What follows belongs to an exercise in optimizing a design on an open flow for small area and a short achievable clock period; a production flow would make more cautious choices.
In this exercise RTL edits were held to simulation tests only and were not proved equivalent to the original.

## store_buffer_fwd
module store_buffer_fwd #(
  parameter int unsigned ADDR_W = 16,
  parameter int unsigned DATA_W = 8,
  parameter int unsigned DEPTH  = 16,
  localparam int unsigned IDX_W = $clog2(DEPTH)
) (
  input  logic              clk,
  input  logic              rst,
  input  logic              in_valid,
  output logic              in_ready,
  input  logic [ADDR_W-1:0] in_addr,
  input  logic [DATA_W-1:0] in_data,
  input  logic              retire,
  input  logic              flush,
  output logic              mem_valid,
  input  logic              mem_ready,
  output logic [ADDR_W-1:0] mem_addr,
  output logic [DATA_W-1:0] mem_data,
  input  logic [ADDR_W-1:0] ld_addr,
  output logic              ld_hit,
  output logic [DATA_W-1:0] ld_data,
  output logic [IDX_W:0]    count,
  output logic              full,
  output logic              empty
);
  localparam int unsigned PTR_W = IDX_W + 1;
  logic [PTR_W-1:0]  head_q, head_d;
  logic [PTR_W-1:0]  cmt_q, cmt_d;
  logic [PTR_W-1:0]  tail_q, tail_d;
  logic [ADDR_W-1:0] addr_mem [DEPTH];
  logic [DATA_W-1:0] data_mem [DEPTH];
  logic [PTR_W-1:0]  cnt;
  logic              enq;
  logic              ret;
  logic              drn;
  assign cnt      = head_q - tail_q;
  assign count    = cnt;
  assign full     = (cnt == PTR_W'(DEPTH));
  assign empty    = (cnt == '0);
  assign in_ready = !full;
  assign mem_valid = (tail_q != cmt_q);
  assign mem_addr  = addr_mem[tail_q[IDX_W-1:0]];
  assign mem_data  = data_mem[tail_q[IDX_W-1:0]];
  always_comb begin
    enq    = in_valid && !full && !flush;
    ret    = retire && (cmt_q != head_q);
    drn    = mem_valid && mem_ready;
    cmt_d  = cmt_q + PTR_W'(ret);
    head_d = flush ? cmt_d : head_q + PTR_W'(enq);
    tail_d = tail_q + PTR_W'(drn);
  end
  always_ff @(posedge clk or posedge rst) begin
    if (rst) begin
      head_q <= '0;
      cmt_q  <= '0;
      tail_q <= '0;
    end else begin
      head_q <= head_d;
      cmt_q  <= cmt_d;
      tail_q <= tail_d;
    end
  end
  always_ff @(posedge clk) begin
    if (enq) begin
      addr_mem[head_q[IDX_W-1:0]] <= in_addr;
  ...
Size: roughly 1,500 cells after synthesis, roughly 88 I/O pins.
==> module store_buffer_fwd, before the edit <==
module store_buffer_fwd #(
  parameter int unsigned ADDR_W = 16,
  parameter int unsigned DATA_W = 8,
  parameter int unsigned DEPTH  = 16,
  localparam int unsigned IDX_W = $clog2(DEPTH)
) (
  input  logic              clk,
  input  logic              rst,
  input  logic              in_valid,
  output logic              in_ready,
  input  logic [ADDR_W-1:0] in_addr,
  input  logic [DATA_W-1:0] in_data,
  input  logic              retire,
  input  logic              flush,
  output logic              mem_valid,
  input  logic              mem_ready,
  output logic [ADDR_W-1:0] mem_addr,
  output logic [DATA_W-1:0] mem_data,
  input  logic [ADDR_W-1:0] ld_addr,
  output logic              ld_hit,
  output logic [DATA_W-1:0] ld_data,
  output logic [IDX_W:0]    count,
  output logic              full,
  output logic              empty
);
  localparam int unsigned PTR_W = IDX_W + 1;
  logic [PTR_W-1:0]  head_q, head_d;
  logic [PTR_W-1:0]  cmt_q, cmt_d;
  logic [PTR_W-1:0]  tail_q, tail_d;
  logic [ADDR_W-1:0] addr_mem [DEPTH];
  logic [DATA_W-1:0] data_mem [DEPTH];
  logic [PTR_W-1:0]  cnt;
  logic              enq;
  logic              ret;
  logic              drn;
  assign cnt      = head_q - tail_q;
  assign count    = cnt;
  assign full     = (cnt == PTR_W'(DEPTH));
  assign empty    = (cnt == '0);
  assign in_ready = !full;
  assign mem_valid = (tail_q != cmt_q);
  assign mem_addr  = addr_mem[tail_q[IDX_W-1:0]];
  assign mem_data  = data_mem[tail_q[IDX_W-1:0]];
  always_comb begin
    enq    = in_valid && !full && !flush;
    ret    = retire && (cmt_q != head_q);
    drn    = mem_valid && mem_ready;
    cmt_d  = cmt_q + PTR_W'(ret);
    head_d = flush ? cmt_d : head_q + PTR_W'(enq);
    tail_d = tail_q + PTR_W'(drn);
  end
  always_ff @(posedge clk or posedge rst) begin
    if (rst) begin
      head_q <= '0;
      cmt_q  <= '0;
      tail_q <= '0;
    end else begin
      head_q <= head_d;
      cmt_q  <= cmt_d;
      tail_q <= tail_d;
    end
  end
  always_ff @(posedge clk) begin
    if (enq) begin
      addr_mem[head_q[IDX_W-1:0]] <= in_addr;
      data_mem[head_q[IDX_W-1:0]] <= in_data;
    end
  end
  logic [DEPTH-1:0] below_h, ge_t, live;
  logic             wrap;
  assign wrap = head_q[IDX_W] ^ tail_q[IDX_W];
  for (genvar i = 0; i < DEPTH; i++) begin : g_live
    assign below_h[i] = IDX_W'(i) < head_q[IDX_W-1:0];
    assign ge_t[i]    = IDX_W'(i) >= tail_q[IDX_W-1:0];
    assign live[i]    = wrap ? (below_h[i] | ge_t[i]) : (below_h[i] & ge_t[i]);
  end
  logic [DEPTH-1:0] match, m_lo, m_hi;
  for (genvar i = 0; i < DEPTH; i++) begin : g_cmp
    assign match[i] = live[i] && (addr_mem[i] == ld_addr);
  end
  assign m_lo = match & below_h;
  assign m_hi = match & ~below_h;
  logic [DEPTH-1:0] sel;
  logic             any_lo;
  assign any_lo = |m_lo;
  always_comb begin
    for (int i = 0; i < DEPTH; i++) begin
      sel[i] = (m_lo[i] && !(|(m_lo >> (i + 1)))) ||
               (!any_lo && m_hi[i] && !(|(m_hi >> (i + 1))));
    end
  end
  always_comb begin
    ld_hit  = |match;
    ld_data = '0;
    for (int i = 0; i < DEPTH; i++)
      ld_data = ld_data | (data_mem[i] & {DATA_W{sel[i]}});
  end
endmodule
make LEC_CHECK=0 CAP_MARGIN=20 CORE_MARGIN=2 CORE_UTILIZATION=40 SETUP_SLACK_MARGIN=0.3 SLEW_MARGIN=20 finish   # period 10.0 ns
run.sh (not shown) runs the stock make flow with config.mk's settings and CLKGATE_MAP_FILE= SYNTH_SCRIPT=/design/flow/synth_recipe.tcl, a recipe that flattens the netlist after the stock synthesis.
Next try:
--- a/flow/design.v
+++ b/flow/design.v
@@ -67,32 +67,19 @@
     end
   end
-  logic [DEPTH-1:0] below_h, ge_t, live;
-  logic             wrap;
-  assign wrap = head_q[IDX_W] ^ tail_q[IDX_W];
-  for (genvar i = 0; i < DEPTH; i++) begin : g_live
-    assign below_h[i] = IDX_W'(i) < head_q[IDX_W-1:0];
-    assign ge_t[i]    = IDX_W'(i) >= tail_q[IDX_W-1:0];
-    assign live[i]    = wrap ? (below_h[i] | ge_t[i]) : (below_h[i] & ge_t[i]);
+  logic [DEPTH-1:0] match;
+  logic [IDX_W-1:0] slot [DEPTH];
+  for (genvar k = 0; k < DEPTH; k++) begin : g_cmp
+    assign slot[k]  = tail_q[IDX_W-1:0] + IDX_W'(k);
+    assign match[k] = (PTR_W'(k) < cnt) && (addr_mem[slot[k]] == ld_addr);
   end
-  logic [DEPTH-1:0] match, m_lo, m_hi;
-  for (genvar i = 0; i < DEPTH; i++) begin : g_cmp
-    assign match[i] = live[i] && (addr_mem[i] == ld_addr);
-  end
-  assign m_lo = match & below_h;
-  assign m_hi = match & ~below_h;
-  logic [DEPTH-1:0] sel;
-  logic             any_lo;
-  assign any_lo = |m_lo;
   always_comb begin
-    for (int i = 0; i < DEPTH; i++) begin
-      sel[i] = (m_lo[i] && !(|(m_lo >> (i + 1)))) ||
-               (!any_lo && m_hi[i] && !(|(m_hi >> (i + 1))));
+    ld_hit  = 1'b0;
+    ld_data = '0;
+    for (int k = 0; k < DEPTH; k++) begin
+      if (match[k]) begin
+        ld_hit  = 1'b1;
+        ld_data = data_mem[slot[k]];
+      end
     end
   end
-  always_comb begin
-    ld_hit  = |match;
-    ld_data = '0;
-    for (int i = 0; i < DEPTH; i++)
-      ld_data = ld_data | (data_mem[i] & {DATA_W{sel[i]}});
-  end
 endmodule
Outcome:
- routed wire length climbs by 110%
- area after synthesis climbs by 85%
- design area climbs by 75%
- non-clock buffer count climbs by 66
- worst hold slack degrades by 15 ps
- worst setup slack improves by 200 ps
- count of clock-buffer cells in the layout climbs by 9
- maximum frequency climbs by 2.1%
- die area climbs by 83%

## re-timing with driven ports
The results above use ideal ports. As a check the final layouts listed here were re-extracted and re-timed, cells and wires unchanged. Step 1, drivers: a clkbuf_16 drives clk and a buf_2 each remaining input, both assumed. Step 2 times the ports against the registers' clock, not the clock port: input delays grow and output delays shrink by t, the midpoint of the rising clock arrivals with the driver on. Three values: no drivers, after step 1, after step 2; two values: the first two.
| run | t (ns) | setup WS [ns] | worst slew at a driven data input, ns |
|---|---|---|---|
| the first run | 0.633 | 0.389 / 0.367 / 0.367 | 0.04 |
| the second run | 0.708 | 0.589 / 0.518 / 0.633 | 0.13 |
After both steps setup and hold are still met in every run listed. For the first run, which loses most, drivers alone change the setup slack by -0.022 ns; drivers and shift together by -0.022 ns.
